This design comes from an exercise in tuning for small area on the open sky130 flow, not from production work.
RTL that was checked went through simulation tests only; none was proved equivalent to the original.
Function not checked in runs 1, 2 and 4: the RTL went through the layout flow alone.

==> flow/design.v, too long to show whole: its modules and the start of the top module <==
// module fma_fa: 10 lines
// module fma_ha: 9 lines
// module fma_lzc: 13 lines
// module fma_tzc: 13 lines
// module fma_add56: 30 lines
// module fma_inc55: 23 lines
// module fma_inc52: 23 lines
// module fma_mul_lo: 3603 lines
// module fma_mul_hi: 5244 lines
// module fma_align_ctl: 19 lines
// module fma_align: 45 lines
// module fma_add_norm: 19 lines
// module fma_round: 28 lines
// module fma_top: 148 lines
module fma_top (
    input  logic        clk,
    input  logic        rst,
    input  logic        in_valid,
    input  logic [63:0] a,
    input  logic [63:0] b,
    input  logic [63:0] c,
    output logic        c_req,
    output logic [63:0] result,
    output logic        out_valid,
    output logic        error
);
  // ...
==> flow/run.sh <==
#!/bin/bash
# synth_recipe.tcl (not shown) runs the flow's synth.tcl, then flattens the netlist and writes it again
# the make line also repeats each setting of config.mk as NAME=value (left out here)
make -C /OpenROAD-flow-scripts/flow DESIGN_CONFIG=/design/flow/config.mk WORK_HOME=/design/flow/orfs CLKGATE_MAP_FILE= SYNTH_SCRIPT=/design/flow/synth_recipe.tcl finish
==> flow/config.mk <==
export PLATFORM = sky130hd
export DESIGN_NAME = fma_top
export DESIGN_NICKNAME = fma_top
export VERILOG_FILES = /design/flow/design.v
export SDC_FILE = /design/flow/constraint.sdc
export NUM_CORES = 4
export LEC_CHECK = 0
export CAP_MARGIN = 10
export CORE_MARGIN = 2
export CORE_UTILIZATION = 55
export PLACE_DENSITY = 0.7
export SETUP_SLACK_MARGIN = 0.2
export SLEW_MARGIN = 10
export SYNTH_HIERARCHICAL = 1
export SYNTH_MINIMUM_KEEP_SIZE = 0
==> flow/constraint.sdc <==
create_clock -name core_clock -period 7.5 [get_ports {clk}]
set_input_delay 1.5000 -clock core_clock [delete_from_list [all_inputs] [get_ports {clk}]]
set_output_delay 1.5000 -clock core_clock [all_outputs]
set_load 0.01 [all_outputs]
==> out/qor.yml, run 1 <==
run_status:
  status: "finished clean"
layout:
  multi_input_cells: 7532
  nets: 11764
  seq_share_pct: 9.111
  multi_input_area_share_pct: 72.45
  final_cell_mix: "1494 x xnor2_1, 1238 x fa_1, 1229 x a22oi_1, 957 x buf_4, 463 x dfxtp_1"
  fillerInstances: 13085
  num-nonclk-inverters: 311
clocking:
  cts-buffers-inserted: 59
  path_clk_slew_ns: 0.07
critical_path:
  cp-start-kind: "register"
  crit_family: "adder cells"
  crit_path_end_kind: "register"
  r2r_slack_ns: 0.12
route:
  wl_per_cell_microns: 29.47
  vias_per_cell: 6.666
  ant_nets: 0
  dr_wl_met2_mm: 153.7
  dr.pass1.iters: 25
global_routing:
  grt_start_max_net_pins: 70
  grt_pass1_wl_mm: 526.2
timing:
  finalClockSkew_ns: 0.05904
  fin_crit_ns: 7.377
  hold_viol: 0
min_path:
  min_from: "bad3_q"
floorplan:
  dieArea_sq_um: 169500
placed_design:
  place_area_sq_um: 103300
  io_buffers: 261
  pre_cts_ws_ns: -1.172
==> module fma_top, before the edit <==
module fma_top (
    input  logic        clk,
    input  logic        rst,
    input  logic        in_valid,
    input  logic [63:0] a,
    input  logic [63:0] b,
    input  logic [63:0] c,
    output logic        c_req,
    output logic [63:0] result,
    output logic        out_valid,
    output logic        error
);
    localparam int M2 = 22;    
    logic                           v1_q;
    logic [fma_pkg::FRAC_W-1:0]     fa_q;
    logic [fma_pkg::FRAC_W-1:M2-1]  fb_q;
    logic [52:0]                    plo_q;
    logic                           ps1_q;
    logic [fma_pkg::EXP_W-1:0]      pe1_q;
    logic                           bad1_q;
    logic                           v2_q;
    logic [fma_pkg::PM_W-1:0]       pm_q;
    logic                           ps2_q;
    logic [fma_pkg::FRAC_W-1:0]     cf_q;
    logic                           sc_q;
    logic                           pe_lt_q;
    logic [5:0]                     d_q;
    logic                           big_q;
    logic [fma_pkg::EXP_W-1:0]      ex2_q;
    logic                           bad2_q;
    logic                           v3_q;
    logic [fma_pkg::ALIGN_W-1:0]    s1_q;
    logic                           sx_q;
    logic [fma_pkg::EXP_W-1:0]      ex3_q;
    logic                           bad3_q;
    logic                           v4_q;
    logic [fma_pkg::MAG_W-1:0]      mag_q;
    logic [fma_pkg::LZC_W-1:0]      cnt_q;
    logic                           sg_q;
    logic [fma_pkg::EXP_W-1:0]      ex4_q;
    logic                           bad4_q;
    logic [fma_pkg::EXP_W:0]        esum;
    logic                           bad;
    logic [52:0]                    plo;
    logic [fma_pkg::PM_W-1:0]       pm;
    logic                           pe_lt;
    logic [5:0]                     d;
    logic                           big;
    logic [fma_pkg::EXP_W-1:0]      ex;
    logic [fma_pkg::ALIGN_W-1:0]    s1;
    logic                           sx;
    logic                           neg;
    logic [fma_pkg::MAG_W-1:0]      mag;
    logic [fma_pkg::LZC_W-1:0]      cnt;
    logic [fma_pkg::FP_W-1:0]       res;
    logic                           uf;
    assign esum = {1'b0, a[62:52]} + {1'b0, b[62:52]};
    assign bad  = (esum < 12'd1023) || (esum > 12'd3070);
    fma_mul_lo i_mul_lo (
        .fa  (a[51:0]),
        .b   (b[M2-1:0]),
        .plo (plo)
    );
    fma_mul_hi i_mul_hi (
        .fa  (fa_q),
        .b   (fb_q),
        .plo (plo_q),
        .pm  (pm)
    );
    assign c_req = v1_q;
    fma_align_ctl i_align_ctl (
        .pe    (pe1_q),
        .ec    (c[62:52]),
        .pe_lt (pe_lt),
        .d     (d),
        .big   (big),
        .ex    (ex)
    );
    fma_align i_align (
        .pm    (pm_q),
        .ps    (ps2_q),
        .cf    (cf_q),
        .sc    (sc_q),
        .pe_lt (pe_lt_q),
        .d     (d_q),
        .big   (big_q),
        .s1    (s1),
        .sx    (sx)
    );
    fma_add_norm i_norm (
        .s1  (s1_q),
        .neg (neg),
        .mag (mag),
        .cnt (cnt)
    );
    fma_round i_round (
        .sg  (sg_q),
        .ex  (ex4_q),
        .mag (mag_q),
        .cnt (cnt_q),
        .res (res),
        .uf  (uf)
    );
    always_ff @(posedge clk or posedge rst) begin
        if (rst) begin
            v1_q      <= 1'b0;
            v2_q      <= 1'b0;
            v3_q      <= 1'b0;
            v4_q      <= 1'b0;
            out_valid <= 1'b0;
            error     <= 1'b0;
        end else begin
            v1_q      <= in_valid;
            v2_q      <= v1_q;
            v3_q      <= v2_q;
            v4_q      <= v3_q;
            out_valid <= v4_q;
            error     <= v4_q & (bad4_q | uf);
        end
    end
    always_ff @(posedge clk) begin
        fa_q    <= a[51:0];
        fb_q    <= b[51:M2-1];
        plo_q   <= plo;
        ps1_q   <= a[63] ^ b[63];
        pe1_q   <= a[62:52] + b[62:52] - 11'd1023;
        bad1_q  <= bad;
        pm_q    <= pm;
        ps2_q   <= ps1_q;
        cf_q    <= c[51:0];
        sc_q    <= c[63];
        pe_lt_q <= pe_lt;
        d_q     <= d;
        big_q   <= big;
        ex2_q   <= ex;
        bad2_q  <= bad1_q;
        s1_q    <= s1;
        sx_q    <= sx;
        ex3_q   <= ex2_q;
        bad3_q  <= bad2_q;
        mag_q   <= mag;
        cnt_q   <= cnt;
        sg_q    <= sx_q ^ neg;
        ex4_q   <= ex3_q;
        bad4_q  <= bad3_q;
        result  <= res;
    end
endmodule
==> inputs of run 2 (changes only) <==
--- a/flow/design.v
+++ b/flow/design.v
@@ -3732,17 +3732,19 @@
     assign sum[72] = pg[72] ^ cg217;
     assign sum[73] = pg[73] ^ cg218;
     assign sum[74] = pg[74] ^ cg219;
     assign plo = sum[74:22];
 endmodule
 `timescale 1ns/100ps
 module fma_mul_hi (
     input  logic [51:0] fa,
-    input  logic [51:21] b,
+    input  logic [26:11] one,
+    input  logic [26:11] two,
+    input  logic [25:11] neg,
     input  logic [52:0] plo,
     output logic [53:0] pm
 );
     logic [52:0] a;
     assign a = {1'b1, fa};
     logic pp1;
     logic pp2;
     logic pp3;
@@ -6346,19 +6348,19 @@
     logic s2601;
     logic c2602;
     logic s2603;
     logic c2604;
     logic s2605;
     logic c2606;
     logic s2607;
     logic c2608;
-    wire neg_11 = b[23] & ~(b[22] & b[21]);
-    wire one_11 = b[22] ^ b[21];
-    wire two_11 = (b[23] & ~b[22] & ~b[21]) | (~b[23] & b[22] & b[21]);
+    wire one_11 = one[11];
+    wire two_11 = two[11];
+    wire neg_11 = neg[11];
     assign pp1 = ((a[0] & one_11) | (1'b0 & two_11)) ^ neg_11;
     assign pp2 = ((a[1] & one_11) | (a[0] & two_11)) ^ neg_11;
     assign pp3 = ((a[2] & one_11) | (a[1] & two_11)) ^ neg_11;
     assign pp4 = ((a[3] & one_11) | (a[2] & two_11)) ^ neg_11;
     assign pp5 = ((a[4] & one_11) | (a[3] & two_11)) ^ neg_11;
     assign pp6 = ((a[5] & one_11) | (a[4] & two_11)) ^ neg_11;
     assign pp7 = ((a[6] & one_11) | (a[5] & two_11)) ^ neg_11;
     assign pp8 = ((a[7] & one_11) | (a[6] & two_11)) ^ neg_11;
@@ -6404,19 +6406,19 @@
     assign pp48 = ((a[47] & one_11) | (a[46] & two_11)) ^ neg_11;
     assign pp49 = ((a[48] & one_11) | (a[47] & two_11)) ^ neg_11;
     assign pp50 = ((a[49] & one_11) | (a[48] & two_11)) ^ neg_11;
     assign pp51 = ((a[50] & one_11) | (a[49] & two_11)) ^ neg_11;
     assign pp52 = ((a[51] & one_11) | (a[50] & two_11)) ^ neg_11;
     assign pp53 = ((a[52] & one_11) | (a[51] & two_11)) ^ neg_11;
     assign pp54 = ((1'b0 & one_11) | (a[52] & two_11)) ^ neg_11;
     assign nn55 = ~neg_11;
-    wire neg_12 = b[25] & ~(b[24] & b[23]);
-    wire one_12 = b[24] ^ b[23];
-    wire two_12 = (b[25] & ~b[24] & ~b[23]) | (~b[25] & b[24] & b[23]);
+    wire one_12 = one[12];
+    wire two_12 = two[12];
+    wire neg_12 = neg[12];
     assign pp56 = ((a[0] & one_12) | (1'b0 & two_12)) ^ neg_12;
     assign pp57 = ((a[1] & one_12) | (a[0] & two_12)) ^ neg_12;
     assign pp58 = ((a[2] & one_12) | (a[1] & two_12)) ^ neg_12;
     assign pp59 = ((a[3] & one_12) | (a[2] & two_12)) ^ neg_12;
     assign pp60 = ((a[4] & one_12) | (a[3] & two_12)) ^ neg_12;
     assign pp61 = ((a[5] & one_12) | (a[4] & two_12)) ^ neg_12;
     assign pp62 = ((a[6] & one_12) | (a[5] & two_12)) ^ neg_12;
     assign pp63 = ((a[7] & one_12) | (a[6] & two_12)) ^ neg_12;
@@ -6462,19 +6464,19 @@
     assign pp103 = ((a[47] & one_12) | (a[46] & two_12)) ^ neg_12;
     assign pp104 = ((a[48] & one_12) | (a[47] & two_12)) ^ neg_12;
     assign pp105 = ((a[49] & one_12) | (a[48] & two_12)) ^ neg_12;
     assign pp106 = ((a[50] & one_12) | (a[49] & two_12)) ^ neg_12;
     assign pp107 = ((a[51] & one_12) | (a[50] & two_12)) ^ neg_12;
     assign pp108 = ((a[52] & one_12) | (a[51] & two_12)) ^ neg_12;
     assign pp109 = ((1'b0 & one_12) | (a[52] & two_12)) ^ neg_12;
     assign nn110 = ~neg_12;
-    wire neg_13 = b[27] & ~(b[26] & b[25]);
-    wire one_13 = b[26] ^ b[25];
-    wire two_13 = (b[27] & ~b[26] & ~b[25]) | (~b[27] & b[26] & b[25]);
+    wire one_13 = one[13];
+    wire two_13 = two[13];
+    wire neg_13 = neg[13];
     assign pp111 = ((a[0] & one_13) | (1'b0 & two_13)) ^ neg_13;
     assign pp112 = ((a[1] & one_13) | (a[0] & two_13)) ^ neg_13;
     assign pp113 = ((a[2] & one_13) | (a[1] & two_13)) ^ neg_13;
     assign pp114 = ((a[3] & one_13) | (a[2] & two_13)) ^ neg_13;
     assign pp115 = ((a[4] & one_13) | (a[3] & two_13)) ^ neg_13;
     assign pp116 = ((a[5] & one_13) | (a[4] & two_13)) ^ neg_13;
     assign pp117 = ((a[6] & one_13) | (a[5] & two_13)) ^ neg_13;
     assign pp118 = ((a[7] & one_13) | (a[6] & two_13)) ^ neg_13;
@@ -6520,19 +6522,19 @@
     assign pp158 = ((a[47] & one_13) | (a[46] & two_13)) ^ neg_13;
     assign pp159 = ((a[48] & one_13) | (a[47] & two_13)) ^ neg_13;
     assign pp160 = ((a[49] & one_13) | (a[48] & two_13)) ^ neg_13;
     assign pp161 = ((a[50] & one_13) | (a[49] & two_13)) ^ neg_13;
     assign pp162 = ((a[51] & one_13) | (a[50] & two_13)) ^ neg_13;
     assign pp163 = ((a[52] & one_13) | (a[51] & two_13)) ^ neg_13;
     assign pp164 = ((1'b0 & one_13) | (a[52] & two_13)) ^ neg_13;
     assign nn165 = ~neg_13;
-    wire neg_14 = b[29] & ~(b[28] & b[27]);
-    wire one_14 = b[28] ^ b[27];
-    wire two_14 = (b[29] & ~b[28] & ~b[27]) | (~b[29] & b[28] & b[27]);
+    wire one_14 = one[14];
+    wire two_14 = two[14];
+    wire neg_14 = neg[14];
     assign pp166 = ((a[0] & one_14) | (1'b0 & two_14)) ^ neg_14;
     assign pp167 = ((a[1] & one_14) | (a[0] & two_14)) ^ neg_14;
     assign pp168 = ((a[2] & one_14) | (a[1] & two_14)) ^ neg_14;
     assign pp169 = ((a[3] & one_14) | (a[2] & two_14)) ^ neg_14;
     assign pp170 = ((a[4] & one_14) | (a[3] & two_14)) ^ neg_14;
     assign pp171 = ((a[5] & one_14) | (a[4] & two_14)) ^ neg_14;
     assign pp172 = ((a[6] & one_14) | (a[5] & two_14)) ^ neg_14;
     assign pp173 = ((a[7] & one_14) | (a[6] & two_14)) ^ neg_14;
@@ -6578,19 +6580,19 @@
     assign pp213 = ((a[47] & one_14) | (a[46] & two_14)) ^ neg_14;
     assign pp214 = ((a[48] & one_14) | (a[47] & two_14)) ^ neg_14;
     assign pp215 = ((a[49] & one_14) | (a[48] & two_14)) ^ neg_14;
     assign pp216 = ((a[50] & one_14) | (a[49] & two_14)) ^ neg_14;
     assign pp217 = ((a[51] & one_14) | (a[50] & two_14)) ^ neg_14;
     assign pp218 = ((a[52] & one_14) | (a[51] & two_14)) ^ neg_14;
     assign pp219 = ((1'b0 & one_14) | (a[52] & two_14)) ^ neg_14;
     assign nn220 = ~neg_14;
-    wire neg_15 = b[31] & ~(b[30] & b[29]);
-    wire one_15 = b[30] ^ b[29];
-    wire two_15 = (b[31] & ~b[30] & ~b[29]) | (~b[31] & b[30] & b[29]);
+    wire one_15 = one[15];
+    wire two_15 = two[15];
+    wire neg_15 = neg[15];
     assign pp221 = ((a[0] & one_15) | (1'b0 & two_15)) ^ neg_15;
     assign pp222 = ((a[1] & one_15) | (a[0] & two_15)) ^ neg_15;
     assign pp223 = ((a[2] & one_15) | (a[1] & two_15)) ^ neg_15;
     assign pp224 = ((a[3] & one_15) | (a[2] & two_15)) ^ neg_15;
     assign pp225 = ((a[4] & one_15) | (a[3] & two_15)) ^ neg_15;
     assign pp226 = ((a[5] & one_15) | (a[4] & two_15)) ^ neg_15;
     assign pp227 = ((a[6] & one_15) | (a[5] & two_15)) ^ neg_15;
     assign pp228 = ((a[7] & one_15) | (a[6] & two_15)) ^ neg_15;
@@ -6636,19 +6638,19 @@
     assign pp268 = ((a[47] & one_15) | (a[46] & two_15)) ^ neg_15;
     assign pp269 = ((a[48] & one_15) | (a[47] & two_15)) ^ neg_15;
     assign pp270 = ((a[49] & one_15) | (a[48] & two_15)) ^ neg_15;
     assign pp271 = ((a[50] & one_15) | (a[49] & two_15)) ^ neg_15;
     assign pp272 = ((a[51] & one_15) | (a[50] & two_15)) ^ neg_15;
     assign pp273 = ((a[52] & one_15) | (a[51] & two_15)) ^ neg_15;
     assign pp274 = ((1'b0 & one_15) | (a[52] & two_15)) ^ neg_15;
     assign nn275 = ~neg_15;
-    wire neg_16 = b[33] & ~(b[32] & b[31]);
-    wire one_16 = b[32] ^ b[31];
-    wire two_16 = (b[33] & ~b[32] & ~b[31]) | (~b[33] & b[32] & b[31]);
+    wire one_16 = one[16];
+    wire two_16 = two[16];
+    wire neg_16 = neg[16];
     assign pp276 = ((a[0] & one_16) | (1'b0 & two_16)) ^ neg_16;
     assign pp277 = ((a[1] & one_16) | (a[0] & two_16)) ^ neg_16;
     assign pp278 = ((a[2] & one_16) | (a[1] & two_16)) ^ neg_16;
     assign pp279 = ((a[3] & one_16) | (a[2] & two_16)) ^ neg_16;
     assign pp280 = ((a[4] & one_16) | (a[3] & two_16)) ^ neg_16;
     assign pp281 = ((a[5] & one_16) | (a[4] & two_16)) ^ neg_16;
     assign pp282 = ((a[6] & one_16) | (a[5] & two_16)) ^ neg_16;
     assign pp283 = ((a[7] & one_16) | (a[6] & two_16)) ^ neg_16;
@@ -6694,19 +6696,19 @@
     assign pp323 = ((a[47] & one_16) | (a[46] & two_16)) ^ neg_16;
     assign pp324 = ((a[48] & one_16) | (a[47] & two_16)) ^ neg_16;
     assign pp325 = ((a[49] & one_16) | (a[48] & two_16)) ^ neg_16;
     assign pp326 = ((a[50] & one_16) | (a[49] & two_16)) ^ neg_16;
     assign pp327 = ((a[51] & one_16) | (a[50] & two_16)) ^ neg_16;
     assign pp328 = ((a[52] & one_16) | (a[51] & two_16)) ^ neg_16;
     assign pp329 = ((1'b0 & one_16) | (a[52] & two_16)) ^ neg_16;
     assign nn330 = ~neg_16;
-    wire neg_17 = b[35] & ~(b[34] & b[33]);
-    wire one_17 = b[34] ^ b[33];
-    wire two_17 = (b[35] & ~b[34] & ~b[33]) | (~b[35] & b[34] & b[33]);
+    wire one_17 = one[17];
+    wire two_17 = two[17];
+    wire neg_17 = neg[17];
     assign pp331 = ((a[0] & one_17) | (1'b0 & two_17)) ^ neg_17;
     assign pp332 = ((a[1] & one_17) | (a[0] & two_17)) ^ neg_17;
     assign pp333 = ((a[2] & one_17) | (a[1] & two_17)) ^ neg_17;
     assign pp334 = ((a[3] & one_17) | (a[2] & two_17)) ^ neg_17;
     assign pp335 = ((a[4] & one_17) | (a[3] & two_17)) ^ neg_17;
     assign pp336 = ((a[5] & one_17) | (a[4] & two_17)) ^ neg_17;
     assign pp337 = ((a[6] & one_17) | (a[5] & two_17)) ^ neg_17;
     assign pp338 = ((a[7] & one_17) | (a[6] & two_17)) ^ neg_17;
@@ -6752,19 +6754,19 @@
     assign pp378 = ((a[47] & one_17) | (a[46] & two_17)) ^ neg_17;
     assign pp379 = ((a[48] & one_17) | (a[47] & two_17)) ^ neg_17;
     assign pp380 = ((a[49] & one_17) | (a[48] & two_17)) ^ neg_17;
     assign pp381 = ((a[50] & one_17) | (a[49] & two_17)) ^ neg_17;
     assign pp382 = ((a[51] & one_17) | (a[50] & two_17)) ^ neg_17;
     assign pp383 = ((a[52] & one_17) | (a[51] & two_17)) ^ neg_17;
     assign pp384 = ((1'b0 & one_17) | (a[52] & two_17)) ^ neg_17;
     assign nn385 = ~neg_17;
-    wire neg_18 = b[37] & ~(b[36] & b[35]);
-    wire one_18 = b[36] ^ b[35];
-    wire two_18 = (b[37] & ~b[36] & ~b[35]) | (~b[37] & b[36] & b[35]);
+    wire one_18 = one[18];
+    wire two_18 = two[18];
+    wire neg_18 = neg[18];
     assign pp386 = ((a[0] & one_18) | (1'b0 & two_18)) ^ neg_18;
     assign pp387 = ((a[1] & one_18) | (a[0] & two_18)) ^ neg_18;
     assign pp388 = ((a[2] & one_18) | (a[1] & two_18)) ^ neg_18;
     assign pp389 = ((a[3] & one_18) | (a[2] & two_18)) ^ neg_18;
     assign pp390 = ((a[4] & one_18) | (a[3] & two_18)) ^ neg_18;
     assign pp391 = ((a[5] & one_18) | (a[4] & two_18)) ^ neg_18;
     assign pp392 = ((a[6] & one_18) | (a[5] & two_18)) ^ neg_18;
     assign pp393 = ((a[7] & one_18) | (a[6] & two_18)) ^ neg_18;
@@ -6810,19 +6812,19 @@
     assign pp433 = ((a[47] & one_18) | (a[46] & two_18)) ^ neg_18;
     assign pp434 = ((a[48] & one_18) | (a[47] & two_18)) ^ neg_18;
     assign pp435 = ((a[49] & one_18) | (a[48] & two_18)) ^ neg_18;
     assign pp436 = ((a[50] & one_18) | (a[49] & two_18)) ^ neg_18;
     assign pp437 = ((a[51] & one_18) | (a[50] & two_18)) ^ neg_18;
     assign pp438 = ((a[52] & one_18) | (a[51] & two_18)) ^ neg_18;
     assign pp439 = ((1'b0 & one_18) | (a[52] & two_18)) ^ neg_18;
     assign nn440 = ~neg_18;
-    wire neg_19 = b[39] & ~(b[38] & b[37]);
-    wire one_19 = b[38] ^ b[37];
-    wire two_19 = (b[39] & ~b[38] & ~b[37]) | (~b[39] & b[38] & b[37]);
+    wire one_19 = one[19];
+    wire two_19 = two[19];
+    wire neg_19 = neg[19];
     assign pp441 = ((a[0] & one_19) | (1'b0 & two_19)) ^ neg_19;
     assign pp442 = ((a[1] & one_19) | (a[0] & two_19)) ^ neg_19;
     assign pp443 = ((a[2] & one_19) | (a[1] & two_19)) ^ neg_19;
     assign pp444 = ((a[3] & one_19) | (a[2] & two_19)) ^ neg_19;
     assign pp445 = ((a[4] & one_19) | (a[3] & two_19)) ^ neg_19;
     assign pp446 = ((a[5] & one_19) | (a[4] & two_19)) ^ neg_19;
     assign pp447 = ((a[6] & one_19) | (a[5] & two_19)) ^ neg_19;
     assign pp448 = ((a[7] & one_19) | (a[6] & two_19)) ^ neg_19;
@@ -6868,19 +6870,19 @@
     assign pp488 = ((a[47] & one_19) | (a[46] & two_19)) ^ neg_19;
     assign pp489 = ((a[48] & one_19) | (a[47] & two_19)) ^ neg_19;
     assign pp490 = ((a[49] & one_19) | (a[48] & two_19)) ^ neg_19;
     assign pp491 = ((a[50] & one_19) | (a[49] & two_19)) ^ neg_19;
     assign pp492 = ((a[51] & one_19) | (a[50] & two_19)) ^ neg_19;
     assign pp493 = ((a[52] & one_19) | (a[51] & two_19)) ^ neg_19;
     assign pp494 = ((1'b0 & one_19) | (a[52] & two_19)) ^ neg_19;
     assign nn495 = ~neg_19;
-    wire neg_20 = b[41] & ~(b[40] & b[39]);
-    wire one_20 = b[40] ^ b[39];
-    wire two_20 = (b[41] & ~b[40] & ~b[39]) | (~b[41] & b[40] & b[39]);
+    wire one_20 = one[20];
+    wire two_20 = two[20];
+    wire neg_20 = neg[20];
     assign pp496 = ((a[0] & one_20) | (1'b0 & two_20)) ^ neg_20;
     assign pp497 = ((a[1] & one_20) | (a[0] & two_20)) ^ neg_20;
     assign pp498 = ((a[2] & one_20) | (a[1] & two_20)) ^ neg_20;
     assign pp499 = ((a[3] & one_20) | (a[2] & two_20)) ^ neg_20;
     assign pp500 = ((a[4] & one_20) | (a[3] & two_20)) ^ neg_20;
     assign pp501 = ((a[5] & one_20) | (a[4] & two_20)) ^ neg_20;
     assign pp502 = ((a[6] & one_20) | (a[5] & two_20)) ^ neg_20;
     assign pp503 = ((a[7] & one_20) | (a[6] & two_20)) ^ neg_20;
@@ -6926,19 +6928,19 @@
     assign pp543 = ((a[47] & one_20) | (a[46] & two_20)) ^ neg_20;
     assign pp544 = ((a[48] & one_20) | (a[47] & two_20)) ^ neg_20;
     assign pp545 = ((a[49] & one_20) | (a[48] & two_20)) ^ neg_20;
     assign pp546 = ((a[50] & one_20) | (a[49] & two_20)) ^ neg_20;
     assign pp547 = ((a[51] & one_20) | (a[50] & two_20)) ^ neg_20;
     assign pp548 = ((a[52] & one_20) | (a[51] & two_20)) ^ neg_20;
     assign pp549 = ((1'b0 & one_20) | (a[52] & two_20)) ^ neg_20;
     assign nn550 = ~neg_20;
-    wire neg_21 = b[43] & ~(b[42] & b[41]);
-    wire one_21 = b[42] ^ b[41];
-    wire two_21 = (b[43] & ~b[42] & ~b[41]) | (~b[43] & b[42] & b[41]);
+    wire one_21 = one[21];
+    wire two_21 = two[21];
+    wire neg_21 = neg[21];
     assign pp551 = ((a[0] & one_21) | (1'b0 & two_21)) ^ neg_21;
     assign pp552 = ((a[1] & one_21) | (a[0] & two_21)) ^ neg_21;
     assign pp553 = ((a[2] & one_21) | (a[1] & two_21)) ^ neg_21;
     assign pp554 = ((a[3] & one_21) | (a[2] & two_21)) ^ neg_21;
     assign pp555 = ((a[4] & one_21) | (a[3] & two_21)) ^ neg_21;
     assign pp556 = ((a[5] & one_21) | (a[4] & two_21)) ^ neg_21;
     assign pp557 = ((a[6] & one_21) | (a[5] & two_21)) ^ neg_21;
     assign pp558 = ((a[7] & one_21) | (a[6] & two_21)) ^ neg_21;
@@ -6984,19 +6986,19 @@
     assign pp598 = ((a[47] & one_21) | (a[46] & two_21)) ^ neg_21;
     assign pp599 = ((a[48] & one_21) | (a[47] & two_21)) ^ neg_21;
     assign pp600 = ((a[49] & one_21) | (a[48] & two_21)) ^ neg_21;
     assign pp601 = ((a[50] & one_21) | (a[49] & two_21)) ^ neg_21;
     assign pp602 = ((a[51] & one_21) | (a[50] & two_21)) ^ neg_21;
     assign pp603 = ((a[52] & one_21) | (a[51] & two_21)) ^ neg_21;
     assign pp604 = ((1'b0 & one_21) | (a[52] & two_21)) ^ neg_21;
     assign nn605 = ~neg_21;
-    wire neg_22 = b[45] & ~(b[44] & b[43]);
-    wire one_22 = b[44] ^ b[43];
-    wire two_22 = (b[45] & ~b[44] & ~b[43]) | (~b[45] & b[44] & b[43]);
+    wire one_22 = one[22];
+    wire two_22 = two[22];
+    wire neg_22 = neg[22];
     assign pp606 = ((a[0] & one_22) | (1'b0 & two_22)) ^ neg_22;
     assign pp607 = ((a[1] & one_22) | (a[0] & two_22)) ^ neg_22;
     assign pp608 = ((a[2] & one_22) | (a[1] & two_22)) ^ neg_22;
     assign pp609 = ((a[3] & one_22) | (a[2] & two_22)) ^ neg_22;
     assign pp610 = ((a[4] & one_22) | (a[3] & two_22)) ^ neg_22;
     assign pp611 = ((a[5] & one_22) | (a[4] & two_22)) ^ neg_22;
     assign pp612 = ((a[6] & one_22) | (a[5] & two_22)) ^ neg_22;
     assign pp613 = ((a[7] & one_22) | (a[6] & two_22)) ^ neg_22;
@@ -7042,19 +7044,19 @@
     assign pp653 = ((a[47] & one_22) | (a[46] & two_22)) ^ neg_22;
     assign pp654 = ((a[48] & one_22) | (a[47] & two_22)) ^ neg_22;
     assign pp655 = ((a[49] & one_22) | (a[48] & two_22)) ^ neg_22;
     assign pp656 = ((a[50] & one_22) | (a[49] & two_22)) ^ neg_22;
     assign pp657 = ((a[51] & one_22) | (a[50] & two_22)) ^ neg_22;
     assign pp658 = ((a[52] & one_22) | (a[51] & two_22)) ^ neg_22;
     assign pp659 = ((1'b0 & one_22) | (a[52] & two_22)) ^ neg_22;
     assign nn660 = ~neg_22;
-    wire neg_23 = b[47] & ~(b[46] & b[45]);
-    wire one_23 = b[46] ^ b[45];
-    wire two_23 = (b[47] & ~b[46] & ~b[45]) | (~b[47] & b[46] & b[45]);
+    wire one_23 = one[23];
+    wire two_23 = two[23];
+    wire neg_23 = neg[23];
     assign pp661 = ((a[0] & one_23) | (1'b0 & two_23)) ^ neg_23;
     assign pp662 = ((a[1] & one_23) | (a[0] & two_23)) ^ neg_23;
     assign pp663 = ((a[2] & one_23) | (a[1] & two_23)) ^ neg_23;
     assign pp664 = ((a[3] & one_23) | (a[2] & two_23)) ^ neg_23;
     assign pp665 = ((a[4] & one_23) | (a[3] & two_23)) ^ neg_23;
     assign pp666 = ((a[5] & one_23) | (a[4] & two_23)) ^ neg_23;
     assign pp667 = ((a[6] & one_23) | (a[5] & two_23)) ^ neg_23;
     assign pp668 = ((a[7] & one_23) | (a[6] & two_23)) ^ neg_23;
@@ -7100,19 +7102,19 @@
     assign pp708 = ((a[47] & one_23) | (a[46] & two_23)) ^ neg_23;
     assign pp709 = ((a[48] & one_23) | (a[47] & two_23)) ^ neg_23;
     assign pp710 = ((a[49] & one_23) | (a[48] & two_23)) ^ neg_23;
     assign pp711 = ((a[50] & one_23) | (a[49] & two_23)) ^ neg_23;
     assign pp712 = ((a[51] & one_23) | (a[50] & two_23)) ^ neg_23;
     assign pp713 = ((a[52] & one_23) | (a[51] & two_23)) ^ neg_23;
     assign pp714 = ((1'b0 & one_23) | (a[52] & two_23)) ^ neg_23;
     assign nn715 = ~neg_23;
-    wire neg_24 = b[49] & ~(b[48] & b[47]);
-    wire one_24 = b[48] ^ b[47];
-    wire two_24 = (b[49] & ~b[48] & ~b[47]) | (~b[49] & b[48] & b[47]);
+    wire one_24 = one[24];
+    wire two_24 = two[24];
+    wire neg_24 = neg[24];
     assign pp716 = ((a[0] & one_24) | (1'b0 & two_24)) ^ neg_24;
     assign pp717 = ((a[1] & one_24) | (a[0] & two_24)) ^ neg_24;
     assign pp718 = ((a[2] & one_24) | (a[1] & two_24)) ^ neg_24;
     assign pp719 = ((a[3] & one_24) | (a[2] & two_24)) ^ neg_24;
     assign pp720 = ((a[4] & one_24) | (a[3] & two_24)) ^ neg_24;
     assign pp721 = ((a[5] & one_24) | (a[4] & two_24)) ^ neg_24;
     assign pp722 = ((a[6] & one_24) | (a[5] & two_24)) ^ neg_24;
     assign pp723 = ((a[7] & one_24) | (a[6] & two_24)) ^ neg_24;
@@ -7158,19 +7160,19 @@
     assign pp763 = ((a[47] & one_24) | (a[46] & two_24)) ^ neg_24;
     assign pp764 = ((a[48] & one_24) | (a[47] & two_24)) ^ neg_24;
     assign pp765 = ((a[49] & one_24) | (a[48] & two_24)) ^ neg_24;
     assign pp766 = ((a[50] & one_24) | (a[49] & two_24)) ^ neg_24;
     assign pp767 = ((a[51] & one_24) | (a[50] & two_24)) ^ neg_24;
     assign pp768 = ((a[52] & one_24) | (a[51] & two_24)) ^ neg_24;
     assign pp769 = ((1'b0 & one_24) | (a[52] & two_24)) ^ neg_24;
     assign nn770 = ~neg_24;
-    wire neg_25 = b[51] & ~(b[50] & b[49]);
-    wire one_25 = b[50] ^ b[49];
-    wire two_25 = (b[51] & ~b[50] & ~b[49]) | (~b[51] & b[50] & b[49]);
+    wire one_25 = one[25];
+    wire two_25 = two[25];
+    wire neg_25 = neg[25];
     assign pp771 = ((a[0] & one_25) | (1'b0 & two_25)) ^ neg_25;
     assign pp772 = ((a[1] & one_25) | (a[0] & two_25)) ^ neg_25;
     assign pp773 = ((a[2] & one_25) | (a[1] & two_25)) ^ neg_25;
     assign pp774 = ((a[3] & one_25) | (a[2] & two_25)) ^ neg_25;
     assign pp775 = ((a[4] & one_25) | (a[3] & two_25)) ^ neg_25;
     assign pp776 = ((a[5] & one_25) | (a[4] & two_25)) ^ neg_25;
     assign pp777 = ((a[6] & one_25) | (a[5] & two_25)) ^ neg_25;
     assign pp778 = ((a[7] & one_25) | (a[6] & two_25)) ^ neg_25;
@@ -7216,19 +7218,19 @@
     assign pp818 = ((a[47] & one_25) | (a[46] & two_25)) ^ neg_25;
     assign pp819 = ((a[48] & one_25) | (a[47] & two_25)) ^ neg_25;
     assign pp820 = ((a[49] & one_25) | (a[48] & two_25)) ^ neg_25;
     assign pp821 = ((a[50] & one_25) | (a[49] & two_25)) ^ neg_25;
     assign pp822 = ((a[51] & one_25) | (a[50] & two_25)) ^ neg_25;
     assign pp823 = ((a[52] & one_25) | (a[51] & two_25)) ^ neg_25;
     assign pp824 = ((1'b0 & one_25) | (a[52] & two_25)) ^ neg_25;
     assign nn825 = ~neg_25;
-    wire neg_26 = 1'b0 & ~(1'b1 & b[51]);
-    wire one_26 = 1'b1 ^ b[51];
-    wire two_26 = (1'b0 & ~1'b1 & ~b[51]) | (~1'b0 & 1'b1 & b[51]);
+    wire one_26 = one[26];
+    wire two_26 = two[26];
+    wire neg_26 = 1'b0;
     assign pp826 = ((a[0] & one_26) | (1'b0 & two_26)) ^ neg_26;
     assign pp827 = ((a[1] & one_26) | (a[0] & two_26)) ^ neg_26;
     assign pp828 = ((a[2] & one_26) | (a[1] & two_26)) ^ neg_26;
     assign pp829 = ((a[3] & one_26) | (a[2] & two_26)) ^ neg_26;
     assign pp830 = ((a[4] & one_26) | (a[3] & two_26)) ^ neg_26;
     assign pp831 = ((a[5] & one_26) | (a[4] & two_26)) ^ neg_26;
     assign pp832 = ((a[6] & one_26) | (a[5] & two_26)) ^ neg_26;
     assign pp833 = ((a[7] & one_26) | (a[6] & two_26)) ^ neg_26;
@@ -8974,16 +8976,70 @@
     assign sum[78] = pg[78] ^ cg246;
     assign sum[79] = pg[79] ^ cg247;
     assign sum[80] = pg[80] ^ cg248;
     assign sum[81] = pg[81] ^ cg249;
     assign sum[82] = pg[82] ^ cg250;
     assign sum[83] = pg[83] ^ cg251;
     assign pm = sum[83:30];
 endmodule
+module fma_booth_hi (
+    input  logic [51:21] b,
+    output logic [26:11] one,
+    output logic [26:11] two,
+    output logic [25:11] neg
+);
+    assign neg[11] = b[23] & ~(b[22] & b[21]);
+    assign one[11] = b[22] ^ b[21];
+    assign two[11] = (b[23] & ~b[22] & ~b[21]) | (~b[23] & b[22] & b[21]);
+    assign neg[12] = b[25] & ~(b[24] & b[23]);
+    assign one[12] = b[24] ^ b[23];
+    assign two[12] = (b[25] & ~b[24] & ~b[23]) | (~b[25] & b[24] & b[23]);
+    assign neg[13] = b[27] & ~(b[26] & b[25]);
+    assign one[13] = b[26] ^ b[25];
+    assign two[13] = (b[27] & ~b[26] & ~b[25]) | (~b[27] & b[26] & b[25]);
+    assign neg[14] = b[29] & ~(b[28] & b[27]);
+    assign one[14] = b[28] ^ b[27];
+    assign two[14] = (b[29] & ~b[28] & ~b[27]) | (~b[29] & b[28] & b[27]);
+    assign neg[15] = b[31] & ~(b[30] & b[29]);
+    assign one[15] = b[30] ^ b[29];
+    assign two[15] = (b[31] & ~b[30] & ~b[29]) | (~b[31] & b[30] & b[29]);
+    assign neg[16] = b[33] & ~(b[32] & b[31]);
+    assign one[16] = b[32] ^ b[31];
+    assign two[16] = (b[33] & ~b[32] & ~b[31]) | (~b[33] & b[32] & b[31]);
+    assign neg[17] = b[35] & ~(b[34] & b[33]);
+    assign one[17] = b[34] ^ b[33];
+    assign two[17] = (b[35] & ~b[34] & ~b[33]) | (~b[35] & b[34] & b[33]);
+    assign neg[18] = b[37] & ~(b[36] & b[35]);
+    assign one[18] = b[36] ^ b[35];
+    assign two[18] = (b[37] & ~b[36] & ~b[35]) | (~b[37] & b[36] & b[35]);
+    assign neg[19] = b[39] & ~(b[38] & b[37]);
+    assign one[19] = b[38] ^ b[37];
+    assign two[19] = (b[39] & ~b[38] & ~b[37]) | (~b[39] & b[38] & b[37]);
+    assign neg[20] = b[41] & ~(b[40] & b[39]);
+    assign one[20] = b[40] ^ b[39];
+    assign two[20] = (b[41] & ~b[40] & ~b[39]) | (~b[41] & b[40] & b[39]);
+    assign neg[21] = b[43] & ~(b[42] & b[41]);
+    assign one[21] = b[42] ^ b[41];
+    assign two[21] = (b[43] & ~b[42] & ~b[41]) | (~b[43] & b[42] & b[41]);
+    assign neg[22] = b[45] & ~(b[44] & b[43]);
+    assign one[22] = b[44] ^ b[43];
+    assign two[22] = (b[45] & ~b[44] & ~b[43]) | (~b[45] & b[44] & b[43]);
+    assign neg[23] = b[47] & ~(b[46] & b[45]);
+    assign one[23] = b[46] ^ b[45];
+    assign two[23] = (b[47] & ~b[46] & ~b[45]) | (~b[47] & b[46] & b[45]);
+    assign neg[24] = b[49] & ~(b[48] & b[47]);
+    assign one[24] = b[48] ^ b[47];
+    assign two[24] = (b[49] & ~b[48] & ~b[47]) | (~b[49] & b[48] & b[47]);
+    assign neg[25] = b[51] & ~(b[50] & b[49]);
+    assign one[25] = b[50] ^ b[49];
+    assign two[25] = (b[51] & ~b[50] & ~b[49]) | (~b[51] & b[50] & b[49]);
+    assign one[26] = 1'b1 ^ b[51];
+    assign two[26] = (1'b0 & ~1'b1 & ~b[51]) | (~1'b0 & 1'b1 & b[51]);
+endmodule
 `timescale 1ns/100ps
 module fma_align_ctl (
     input  logic [fma_pkg::EXP_W-1:0] pe,
     input  logic [fma_pkg::EXP_W-1:0] ec,
     output logic                      pe_lt,
     output logic [5:0]                d,
     output logic                      big,
     output logic [fma_pkg::EXP_W-1:0] ex
@@ -9104,17 +9160,19 @@
     output logic        c_req,
     output logic [63:0] result,
     output logic        out_valid,
     output logic        error
 );
     localparam int M2 = 22;    
     logic                           v1_q;
     logic [fma_pkg::FRAC_W-1:0]     fa_q;
-    logic [fma_pkg::FRAC_W-1:M2-1]  fb_q;
+    logic [26:M2/2]                 one_q;
+    logic [26:M2/2]                 two_q;
+    logic [25:M2/2]                 neg_q;
     logic [52:0]                    plo_q;
     logic                           ps1_q;
     logic [fma_pkg::EXP_W-1:0]      pe1_q;
     logic                           bad1_q;
     logic                           v2_q;
     logic [fma_pkg::PM_W-1:0]       pm_q;
     logic                           ps2_q;
     logic [fma_pkg::FRAC_W-1:0]     cf_q;
@@ -9133,16 +9191,19 @@
     logic [fma_pkg::MAG_W-1:0]      mag_q;
     logic [fma_pkg::LZC_W-1:0]      cnt_q;
     logic                           sg_q;
     logic [fma_pkg::EXP_W-1:0]      ex4_q;
     logic                           bad4_q;
     logic [fma_pkg::EXP_W:0]        esum;
     logic                           bad;
     logic [52:0]                    plo;
+    logic [26:M2/2]                 one;
+    logic [26:M2/2]                 two;
+    logic [25:M2/2]                 neg_d;
     logic [fma_pkg::PM_W-1:0]       pm;
     logic                           pe_lt;
     logic [5:0]                     d;
     logic                           big;
     logic [fma_pkg::EXP_W-1:0]      ex;
     logic [fma_pkg::ALIGN_W-1:0]    s1;
     logic                           sx;
     logic                           neg;
@@ -9152,19 +9213,27 @@
     logic                           uf;
     assign esum = {1'b0, a[62:52]} + {1'b0, b[62:52]};
     assign bad  = (esum < 12'd1023) || (esum > 12'd3070);
     fma_mul_lo i_mul_lo (
         .fa  (a[51:0]),
         .b   (b[M2-1:0]),
         .plo (plo)
     );
+    fma_booth_hi i_booth_hi (
+        .b   (b[fma_pkg::FRAC_W-1:M2-1]),
+        .one (one),
+        .two (two),
+        .neg (neg_d)
+    );
     fma_mul_hi i_mul_hi (
         .fa  (fa_q),
-        .b   (fb_q),
+        .one (one_q),
+        .two (two_q),
+        .neg (neg_q),
         .plo (plo_q),
         .pm  (pm)
     );
     assign c_req = v1_q;
     fma_align_ctl i_align_ctl (
         .pe    (pe1_q),
         .ec    (c[62:52]),
         .pe_lt (pe_lt),
@@ -9211,17 +9280,19 @@
             v3_q      <= v2_q;
             v4_q      <= v3_q;
             out_valid <= v4_q;
             error     <= v4_q & (bad4_q | uf);
         end
     end
     always_ff @(posedge clk) begin
         fa_q    <= a[51:0];
-        fb_q    <= b[51:M2-1];
+        one_q   <= one;
+        two_q   <= two;
+        neg_q   <= neg_d;
         plo_q   <= plo;
         ps1_q   <= a[63] ^ b[63];
         pe1_q   <= a[62:52] + b[62:52] - 11'd1023;
         bad1_q  <= bad;
         pm_q    <= pm;
         ps2_q   <= ps1_q;
         cf_q    <= c[51:0];
         sc_q    <= c[63];
==> flow/config.mk (replaced) <==
export PLATFORM = sky130hd
export DESIGN_NAME = fma_top
export DESIGN_NICKNAME = fma_top
export VERILOG_FILES = /design/flow/design.v
export SDC_FILE = /design/flow/constraint.sdc
export NUM_CORES = 4
export LEC_CHECK = 0
export CAP_MARGIN = 20
export CORE_MARGIN = 2
export CORE_UTILIZATION = 40
export SETUP_SLACK_MARGIN = 0.2
export SLEW_MARGIN = 20
export SYNTH_HIERARCHICAL = 1
export SYNTH_MINIMUM_KEEP_SIZE = 0
==> out/qor.yml, run 2 <==
run_status:
  status: "finished clean"
clocking:
  holdBufCountCts: 0
  insertion_delay_ns: 0.76
  cts-buffers-inserted: 60  # +1.7%
  cts_sinks: 505
  h-tree-depth: 2
  cts_tree: "yes"
  cts_root_buf: "clkbuf_16"
  clock_path_buffers: 3
  path_clk_slew_ns: 0.07  # about the same
flow_run:
  drv_cap: 0
global_routing:
  grtUsageMet1_pct: 38.35
  grt_pass1_vias: 81265
  grt_start_max_net_pins: 85  # +21%
  use_met2_pct: 47.53
  grt_pass1_wl_mm: 527.3  # +0.20%
  track_usage_pct: 29.83
  grt-ovfl-total: 0
  busiest_layer: "met2"
  met3_usage_pct: 6.437
  antenna_found_initial: 9
layout:
  area_growth_pct: 16.71
  top_regs: "result: 64 flops, s1_q: 56 flops"
  layout_commonest_cell: "xnor2_1"
  multi_input_area_sq_um: 77010
  largest_reg_flops: 64
  nets: 11562  # -1.7%
  regMostFlops: "result"
  drive_gt1_share_pct: 17.25
  final_cell_mix: "1531 x xnor2_1, 1282 x a22oi_1, 1270 x fa_1, 778 x buf_4, 436 x ha_1"
  fillerInstances: 21037  # +61%
  seqCellArea_sq_um: 10280
  instances_no_fill: 12707
timing:
  finalCritPeriodShare_pct: 95.38
  max_slew_margin_pct: 26.25
  setup_violations: 0
  hold_viol: 0  # unchanged
  worstMarginPinSlew_ns: 1.105
  finalClockSkew_ns: 0.09520  # +0.03616 ns
  setup_slack_ns: 0.3461
  clock.fmax_ghz: 0.1398
  fin_crit_ns: 7.154  # -0.2236 ns
  drv_slew: 0
  rsz0062_at_grt: "yes"
critical_path:
  crit_family: "adder cells"
  cp_slowest_cell: "fa_2"
  crit_path_end_kind: "register"
  worst-path-buf-inv: 5
  critPathMaxStageDelay_ns: 0.65
  crit_top_cell: "fa_1"
  cp_cell_sequence: "buf_12 -> a22oi_1 -> xnor2_1 -> fa_1 -> fa_2 -> fa_1 -> fa_1 -> fa_1 -> fa_1 -> ha_1 -> buf_4 -> and3_1 -> and3_1 -> and3_1 -> a211oi_1 -> buf_4 -> nand3_4 -> a221oi_4 -> buf_4 -> buf_4 -> o21bai_2 -> a2111oi_2 -> nand4b_1"
  cp_max_fo: 32
  crit_required_ns: 8.11
  cp-start-kind: "register"
  worstPathArrival_ns: 7.76
  worstSetupPathType: "register to register"
floorplan:
  die_y_microns: 482.8
  core_area_sq_um: 227700
  io-pin-count: 262
  dieArea_sq_um: 233100  # +38%
  row_count: 175
  initial_core_util_pct: 40.27
  die_x_microns: 482.8
synthesis:
  ys_warn_count: 18
  syn_inst: 9239
  mappedNetlistArea_sq_um: 91710
  syn_area_per_cell_sq_um: 9.926
placed_design:
  placed_cells: 12552
  place_hpwl_mm: 271.4
  pre_cts_ws_ns: -0.7985  # +0.3734 ns
  io_buffers: 261  # unchanged
  globalplace.congestion: 1.014
route:
  dr_total_vias: 79481
  remaining_drc_errors: 0
  ant_nets: 0  # unchanged
  vias_per_cell: 6.255  # -6.2%
  wl_per_cell_microns: 28.06  # -4.8%
  drt_wl_total_mm: 356.5
  drtIter0Drc: 9579
  dr.pass1.iters: 7  # -72%
min_path:
  holdCritPathClass: "register to register"
[run 2: final cells by class]
| cell class | count | area share [%] |
|---|---|---|
| multi-input combinational | 7518 | 71.95 |
| clock inverter | 41 | 0.5459 |
| sequential | 505 | 9.604 |
| antenna | 3 | 0.007014 |
| timing repair buffer | 1246 | 11.74 |
| tap | 3009 | 3.517 |
| inverter | 312 | 1.099 |
| clock buffer | 73 | 1.543 |
[run 2: timing repair]
action                     in CTS  in global routing
pin swaps                      11                 45
setup buffers                   0                 31
setup endpoints to repair      27                 75
resized for setup              16                105
cloned                          0                  7
[run 2: worst paths after layout]
path	slack, ns	cells past startpoint	to	startpoint
worst max-delay path	0.35	23	pm_q[45]	fa_q[43]
min in group asynchronous	1.04	2	out_valid	rst
worst max register to register	0.35	23	pm_q[45]	fa_q[43]
max in group asynchronous	6.13	2	v4_q	rst
worst min register to register	0.32	0	ex4_q[6]	ex3_q[6]
worst min-delay path	0.32	0	ex4_q[6]	ex3_q[6]
[run 2: per-layer routing]
metal	wire [microns]	share of wire, %	vias up
met1	136800	38	39807
met4	21580	6.1	2
met5	13	0.0036	-
met2	160200	45	5158
li1	-	-	33413
met3	37920	11	1101
[run 2: through the flow]
stage                     setup TNS [ns]  hold WS (ns)  instance area (sq um)  util (%)
after floorplan                        0        0.3096                  91750         -
after global placement            -27.49        0.3106                 103800     45.59
after detailed placement          -29.48        0.3121                 103800     45.59
after CTS                              0        0.3166                 106100     46.60
after global routing                   0        0.3215                 107000     47.00
final                                  0        0.3184                 107000     47.00
==> module fma_add56, before the edit <==
module fma_add56 (
    input  logic [55:0] x,
    input  logic [55:0] y,
    input  logic         ci,
    output logic [55:0] s
);
    localparam int W = 56;
    localparam int L = $clog2(W);
    logic [W-1:0] g [L+1];
    logic [W-1:0] p [L+1];
    logic [W-1:0] hp;
    assign hp      = x ^ y;
    assign g[0][0] = (x[0] & y[0]) | (hp[0] & ci);
    assign p[0][0] = 1'b0;
    assign g[0][W-1:1] = x[W-1:1] & y[W-1:1];
    assign p[0][W-1:1] = hp[W-1:1];
    for (genvar l = 0; l < L; l++) begin : g_lvl
        for (genvar i = 0; i < W; i++) begin : g_bit
            if (((i >> l) & 1) == 1) begin : g_node
                localparam int J = ((i >> l) << l) - 1;
                assign g[l+1][i] = g[l][i] | (p[l][i] & g[l][J]);
                assign p[l+1][i] = p[l][i] & p[l][J];
            end else begin : g_pass
                assign g[l+1][i] = g[l][i];
                assign p[l+1][i] = p[l][i];
            end
        end
    end
    assign s = hp ^ {g[L][W-2:0], ci};
endmodule
==> module fma_inc55, before the edit <==
module fma_inc55 (
    input  logic [54:0] x,
    input  logic         ci,
    output logic [54:0] s,
    output logic         co
);
    localparam int W = 55;
    localparam int L = $clog2(W);
    logic [W-1:0] p [L+1];
    assign p[0] = x;
    for (genvar l = 0; l < L; l++) begin : g_lvl
        for (genvar i = 0; i < W; i++) begin : g_bit
            if (((i >> l) & 1) == 1) begin : g_node
                localparam int J = ((i >> l) << l) - 1;
                assign p[l+1][i] = p[l][i] & p[l][J];
            end else begin : g_pass
                assign p[l+1][i] = p[l][i];
            end
        end
    end
    assign s  = x ^ ({p[L][W-2:0], 1'b1} & {W{ci}});
    assign co = ci & p[L][W-1];
endmodule
==> module fma_inc52, before the edit <==
module fma_inc52 (
    input  logic [51:0] x,
    input  logic         ci,
    output logic [51:0] s,
    output logic         co
);
    localparam int W = 52;
    localparam int L = $clog2(W);
    logic [W-1:0] p [L+1];
    assign p[0] = x;
    for (genvar l = 0; l < L; l++) begin : g_lvl
        for (genvar i = 0; i < W; i++) begin : g_bit
            if (((i >> l) & 1) == 1) begin : g_node
                localparam int J = ((i >> l) << l) - 1;
                assign p[l+1][i] = p[l][i] & p[l][J];
            end else begin : g_pass
                assign p[l+1][i] = p[l][i];
            end
        end
    end
    assign s  = x ^ ({p[L][W-2:0], 1'b1} & {W{ci}});
    assign co = ci & p[L][W-1];
endmodule
==> inputs of run 3 (changes only) <==
--- a/flow/design.v
+++ b/flow/design.v
@@ -61,7 +61,7 @@
     output logic [55:0] s
 );
     localparam int W = 56;
-    localparam int L = $clog2(W);
+    localparam int L = 6;
     logic [W-1:0] g [L+1];
     logic [W-1:0] p [L+1];
     logic [W-1:0] hp;
@@ -91,7 +91,7 @@
     output logic         co
 );
     localparam int W = 55;
-    localparam int L = $clog2(W);
+    localparam int L = 6;
     logic [W-1:0] p [L+1];
     assign p[0] = x;
     for (genvar l = 0; l < L; l++) begin : g_lvl
@@ -114,7 +114,7 @@
     output logic         co
 );
     localparam int W = 52;
-    localparam int L = $clog2(W);
+    localparam int L = 6;
     logic [W-1:0] p [L+1];
     assign p[0] = x;
     for (genvar l = 0; l < L; l++) begin : g_lvl
==> out/qor.yml, run 3 <==
run_status:
  status: "finished clean"
global_routing:
  grt-ovfl-total: 0  # unchanged
  antenna_found_initial: 9  # unchanged
  grt_pass1_wl_mm: 527.3  # unchanged
  grt_start_max_net_pins: 85  # unchanged
  track_usage_pct: 29.83  # unchanged
  grt_pass1_vias: 81265  # unchanged
layout:
  multi_input_area_sq_um: 77010  # unchanged
  area_growth_pct: 16.71  # unchanged
  regMostFlops: "result"
  layout_commonest_cell: "xnor2_1"
  nets: 11562  # unchanged
  fin_util_pct: 47.00  # unchanged
  fillerInstances: 21037  # unchanged
  final_cell_mix: "1531 x xnor2_1, 1282 x a22oi_1, 1270 x fa_1, 778 x buf_4, 436 x ha_1"
  instances_no_fill: 12707  # unchanged
  top_regs: "result: 64 flops, s1_q: 56 flops"
  largest_reg_flops: 64  # unchanged
  drive_gt1_share_pct: 17.25  # unchanged
  seqCellArea_sq_um: 10280  # unchanged
placed_design:
  globalplace.congestion: 1.014  # unchanged
  placed_cells: 12552  # unchanged
  io_buffers: 261  # unchanged
  pre_cts_ws_ns: -0.7985  # unchanged
  place_hpwl_mm: 271.4  # unchanged
timing:
  finalCritPeriodShare_pct: 95.38  # unchanged
  hold_viol: 0  # unchanged
  setup_violations: 0  # unchanged
  finalClockSkew_ns: 0.09520  # unchanged
  fin_crit_ns: 7.154  # unchanged
  rsz0062_at_grt: "yes"
  max_slew_margin_pct: 26.25  # unchanged
  clock.fmax_ghz: 0.1398  # unchanged
  worstMarginPinSlew_ns: 1.105  # unchanged
  setup_slack_ns: 0.3461  # unchanged
  drv_slew: 0  # unchanged
clocking:
  cts-buffers-inserted: 60  # unchanged
  holdBufCountCts: 0  # unchanged
  path_clk_slew_ns: 0.07  # about the same
  cts_sinks: 505  # unchanged
  clock_path_buffers: 3  # unchanged
  cts_root_buf: "clkbuf_16"
  insertion_delay_ns: 0.76  # about the same
  h-tree-depth: 2  # unchanged
  cts_tree: "yes"
route:
  wl_per_cell_microns: 28.06  # unchanged
  drtIter0Drc: 9579  # unchanged
  remaining_drc_errors: 0  # unchanged
  dr_total_vias: 79481  # unchanged
  ant_nets: 0  # unchanged
  dr.pass1.iters: 7  # unchanged
  vias_per_cell: 6.255  # unchanged
  drt_wl_total_mm: 356.5  # unchanged
critical_path:
  reg2regPathDepth: 23  # unchanged
  worst-path-buf-inv: 5  # unchanged
  crit_path_end_kind: "register"
  crit_required_ns: 8.11  # about the same
  critPathMaxStageDelay_ns: 0.65  # about the same
  worstSetupPathType: "register to register"
  rr_startpoint: "fa_q[43]"
  cp_cell_sequence: "buf_12 -> a22oi_1 -> xnor2_1 -> fa_1 -> fa_2 -> fa_1 -> fa_1 -> fa_1 -> fa_1 -> ha_1 -> buf_4 -> and3_1 -> and3_1 -> and3_1 -> a211oi_1 -> buf_4 -> nand3_4 -> a221oi_4 -> buf_4 -> buf_4 -> o21bai_2 -> a2111oi_2 -> nand4b_1"
  worstPathArrival_ns: 7.76  # about the same
  r2r-end: "pm_q[45]"
  cp_max_fo: 32  # unchanged
  r2r_slack_ns: 0.35  # about the same
  cp_slowest_cell: "fa_2"
  crit_top_cell: "fa_1"
  cp-start-kind: "register"
  worstSetupStartpoint: "fa_q[43]"
  crit_family: "adder cells"
floorplan:
  die_x_microns: 482.8  # unchanged
  row_count: 175  # unchanged
  dieArea_sq_um: 233100  # unchanged
  io-pin-count: 262  # unchanged
  initial_core_util_pct: 40.27  # unchanged
  core_area_sq_um: 227700  # unchanged
  die_y_microns: 482.8  # unchanged
min_path:
  whs_path_depth: 0  # unchanged
  holdCritPathClass: "register to register"
  holdPathEnd: "ex4_q[6]"
  min_from: "ex3_q[6]"
synthesis:
  mappedNetlistArea_sq_um: 91710  # unchanged
  syn_inst: 9239  # unchanged
  syn_area_per_cell_sq_um: 9.926  # unchanged
  ys_warn_count: 18  # unchanged
flow_run:
  drv_cap: 0  # unchanged
## run 3: cell counts in the layout (fill, tap and decap cells not counted)
No cell type changed its count.
## run 3: metrics by stage
stage	hold WS, ns	setup TNS (ns)	cell area [sq um]
floorplan	0.3096	0	91750
global placement	0.3106	-27.49	103800
detailed placement	0.3121	-29.48	103800
CTS	0.3166	0	106100
global route	0.3215	0	107000
finish	0.3184	0	107000
## run 3: layout make-up
class,instances,area share [%]
antenna,3,0.007014
sequential,505,9.604
clock buffer,73,1.543
multi-input combinational,7518,71.95
timing repair buffer,1246,11.74
tap,3009,3.517
inverter,312,1.099
clock inverter,41,0.5459
## run 3: timing repair
action	4_1_cts	5_1_grt
gates resized for setup	16	105
endpoints found under the setup margin	27	75
pin swaps	11	45
cloned	0	7
buffers inserted	0	31
## run 3: how the worst max path moves through the flow
| stage | end | slack, ns | cells past startpoint |
|---|---|---|---|
| after global routing | pm_q[45] | 0.17 | 23 |
| final | pm_q[45] | 0.35 | 23 |
| after floorplan | plo_q[51] | 0.20 | 21 |
| after CTS | plo_q[51] | 0.21 | 24 |
| after detailed placement | plo_q[38] | -0.80 | 23 |
| after global placement | plo_q[8] | -0.87 | 23 |
## run 3: per-layer routing
layer | routed length, microns | track usage [%]
met5 | 13 | 0
met4 | 21580 | 14.63
met3 | 37920 | 6.437
met2 | 160200 | 47.53
met1 | 136800 | 38.35
==> inputs of run 4 (changes only) <==
--- a/flow/design.v
+++ b/flow/design.v
@@ -61,7 +61,7 @@
     output logic [55:0] s
 );
     localparam int W = 56;
-    localparam int L = 6;
+    localparam int L = $clog2(W);
     logic [W-1:0] g [L+1];
     logic [W-1:0] p [L+1];
     logic [W-1:0] hp;
@@ -91,7 +91,7 @@
     output logic         co
 );
     localparam int W = 55;
-    localparam int L = 6;
+    localparam int L = $clog2(W);
     logic [W-1:0] p [L+1];
     assign p[0] = x;
     for (genvar l = 0; l < L; l++) begin : g_lvl
@@ -114,7 +114,7 @@
     output logic         co
 );
     localparam int W = 52;
-    localparam int L = 6;
+    localparam int L = $clog2(W);
     logic [W-1:0] p [L+1];
     assign p[0] = x;
     for (genvar l = 0; l < L; l++) begin : g_lvl
==> flow/flow/run.sh (new file) <==
#!/bin/bash
# Standard layout, with the port buffers made from the smallest buffer cell
# instead of the default choice. Everything else is the standard flow.
set -e
cp standard.sh standard_sh.log
export BUFFER_PORTS_ARGS="-buffer_cell sky130_fd_sc_hd__buf_1"
bash standard.sh > standard.log 2>&1
==> flow/standard.sh (new file) <==
#!/bin/bash
# synth_recipe.tcl (not shown) runs the flow's synth.tcl, then flattens the netlist and writes it again
# the make line also repeats each setting of config.mk as NAME=value (left out here)
make -C /OpenROAD-flow-scripts/flow DESIGN_CONFIG=/design/flow/config.mk WORK_HOME=/design/flow/orfs CLKGATE_MAP_FILE= SYNTH_SCRIPT=/design/flow/synth_recipe.tcl "${@:-finish}"
removed: flow/run.sh
==> out/qor.yml, run 4 <==
run_status:
  status: "finished clean"
route:
  remaining_drc_errors: 0  # unchanged
  wl_per_cell_microns: 28.66  # +2.1%
  dr_total_vias: 79160  # -0.40%
  ant_nets: 0  # unchanged
  vias_per_cell: 6.260  # about the same
  dr.pass1.iters: 7  # unchanged
  drt_wl_total_mm: 362.4  # +1.6%
  drtIter0Drc: 9193  # -4.0%
layout:
  final_cell_mix: "1527 x xnor2_1, 1277 x a22oi_1, 1271 x fa_1, 692 x buf_4, 435 x ha_1"
  area_growth_pct: 14.72
  layout_commonest_cell: "xnor2_1"
  stdcell_area_sq_um: 105200  # -1.7%
  largest_reg_flops: 64  # unchanged
  instances_no_fill: 12646  # -0.48%
  regMostFlops: "result"
  drive_gt1_share_pct: 16.77  # -0.48 points
  fin_util_pct: 46.20  # -0.80 points
  top_regs: "result: 64 flops, s1_q: 56 flops"
  nets: 11503  # -0.51%
clocking:
  cts-buffers-inserted: 59  # -1.7%
  cts_sinks: 505  # unchanged
  insertion_delay_ns: 0.76  # about the same
  h-tree-depth: 2  # unchanged
  path_clk_slew_ns: 0.07  # about the same
  cts_root_buf: "clkbuf_16"
  clock_path_buffers: 3  # unchanged
  cts_tree: "yes"
floorplan:
  row_count: 175  # unchanged
  die_y_microns: 482.8  # unchanged
  io-pin-count: 262  # unchanged
  core_area_sq_um: 227700  # unchanged
  dieArea_sq_um: 233100  # unchanged
  initial_core_util_pct: 40.27  # unchanged
  die_x_microns: 482.8  # unchanged
critical_path:
  rr_startpoint: "one_q[13]"
  worstSetupPathType: "register to register"
  reg2regPathDepth: 24  # +4.3%
  r2r-end: "pm_q[53]"
  worstPathArrival_ns: 7.72  # -0.04 ns
  crit_path_end_kind: "register"
  crit_required_ns: 8.05  # -0.06 ns
  r2r_slack_ns: 0.33  # -0.02 ns
  cp-start-kind: "register"
  cp_max_fo: 15  # -53%
timing:
  setup_violations: 0  # unchanged
  worstMarginPinSlew_ns: 0.9870  # -0.1181 ns
  setup_slack_ns: 0.3267  # -0.01947 ns
  clock.fmax_ghz: 0.1394  # -0.27%
  fin_crit_ns: 7.173  # +0.01947 ns
  finalCritPeriodShare_pct: 95.64  # +0.26 points
  rsz0062_at_grt: "yes"
  hold_viol: 0  # unchanged
  finalClockSkew_ns: 0.1133  # +0.01809 ns
  max_slew_margin_pct: 33.96  # +7.7 points
  drv_slew: 0  # unchanged
global_routing:
  grt_pass1_wl_mm: 522.4  # -0.93%
  antenna_found_initial: 15  # +6
  grt_pass1_vias: 80534  # -0.90%
  grt-ovfl-total: 0  # unchanged
  track_usage_pct: 29.60  # -0.24 points
  grt_start_max_net_pins: 65  # -24%
synthesis:
  ys_warn_count: 18  # unchanged
  syn_area_per_cell_sq_um: 9.926  # unchanged
  syn_inst: 9239  # unchanged
  mappedNetlistArea_sq_um: 91710  # unchanged
placed_design:
  io_buffers: 261  # unchanged
  place_hpwl_mm: 270.5  # -0.31%
  place_area_sq_um: 101500  # -2.3%
  placed_cells: 12466  # -0.69%
  pre_cts_ws_ns: -0.5053  # +0.2932 ns
  globalplace.congestion: 1.010  # -0.42%
min_path:
  holdPathEnd: "bad4_q"
  holdCritPathClass: "register to register"
  min_from: "bad3_q"
  whs_path_depth: 0  # unchanged
flow_run:
  drv_cap: 0  # unchanged
==> run 4: metal layers <==
metal	share of wire (%)	vias up	GRT usage (%)
li1	-	33298	-
met3	11	1194	6.514
met4	6.7	12	13.90
met1	38	39476	38.06
met2	45	5180	47.29
met5	0.029	-	0.1430
==> run 4: final cells by class <==
type | instances | area, sq um
diodes | 5 | 12.51
clock buffers | 70 | 1640
clock inverters | 39 | 479.2
fillers | 21421 | 122500
inverters | 312 | 1171
multi-input cells | 7518 | 76950
flip-flops and latches | 505 | 10340
well taps | 3009 | 3765
repair buffers | 1188 | 10840
==> run 4: critical path: stages (launching register included) <==
cell and delay (ns):
dfxtp_4 0.46, buf_4 0.16, clkbuf_16 0.21, a22oi_2 0.12
xnor2_2 0.16, fa_1 0.53, fa_2 0.64, fa_1 0.43
fa_1 0.50, fa_1 0.59, fa_1 0.48, ha_1 0.32
a21o_1 0.24, a31o_1 0.25, a21oi_2 0.17, a21boi_0 0.10
a211oi_1 0.21, buf_4 0.15, nand3_4 0.11, a221oi_4 0.37
o41ai_2 0.13, buf_4 0.16, o41ai_4 0.21, xnor2_1 0.10
buf_4 0.14
==> run 4: timing repair <==
| action | 4_1_cts | 5_1_grt |
|---|---|---|
| pin swaps | 0 | 71 |
| cloned | 0 | 28 |
| hold buffers | 0 | 0 |
| endpoints found under the setup margin | 6 | 66 |
| setup buffers | 0 | 38 |
| resized for setup | 5 | 124 |
==> run 4: worst max-delay path by stage <==
stage / start / endpoint / slack, ns / cells after the start
2_1_floorplan: b[5] / plo_q[51] / 0.20 / 21
3_3_place_gp: b[10] / plo_q[6] / -0.47 / 24
3_5_place_dp: b[10] / plo_q[6] / -0.51 / 24
4_1_cts: one_q[23] / pm_q[53] / 0.22 / 24
5_1_grt: one_q[20] / pm_q[53] / 0.1 / 24
6_report: one_q[13] / pm_q[53] / 0.33 / 24
==> run 4: stage by stage <==
| stage | setup TNS (ns) | hold slack (ns) |
|---|---|---|
| 2_1_floorplan | 0 | 0.3096 |
| 3_3_place_gp | -13.47 | 0.3163 |
| 3_5_place_dp | -16.08 | 0.3121 |
| 4_1_cts | 0 | 0.3129 |
| 5_1_grt | 0 | 0.3248 |
| 6_report | 0 | 0.3040 |

-- what the ideal ports hide --
The results above use ideal ports. As a check the final layouts listed here were re-extracted and re-timed, cells and wires unchanged.
Step 1: set_driving_cell puts a clkbuf_16 on clk and a buf_2 on each other input, an assumption about the parent block.
Step 2 adds t to the input delays and takes it off the output delays; t is the mean of the earliest and latest rising clock arrival at the registers after step 1. Input paths then give back, and output paths get back, about the clock's delay inside the block.
a / b / c = no drivers / after step 1 / after step 2; a / b = the first two.
| run | t, ns | setup WS [ns] | hold WS [ns] | worst slew at a driven data input, ns | cell pins on the clock port's net |
|---|---|---|---|---|---|
| run 1 | 0.827 | 0.123 / 0.123 / -0.427 | 0.325 / 0.325 / 0.325 | 0.13 | 1 |
| run 2 | 0.812 | 0.346 / 0.346 / -0.361 | 0.318 / 0.318 / 0.318 | 0.12 | 1 |
| run 3 | 0.812 | 0.346 / 0.346 / -0.361 | 0.318 / 0.318 / 0.318 | 0.12 | 1 |
| run 4 | 0.802 | 0.327 / 0.327 / -0.406 | 0.304 / 0.304 / 0.304 | 0.17 | 1 |
With both steps, setup timing fails in every run listed, where it was met with ideal ports. The setup slack of run 4, which loses most, moves by 0.000 ns with the drivers and by -0.733 ns with both steps.
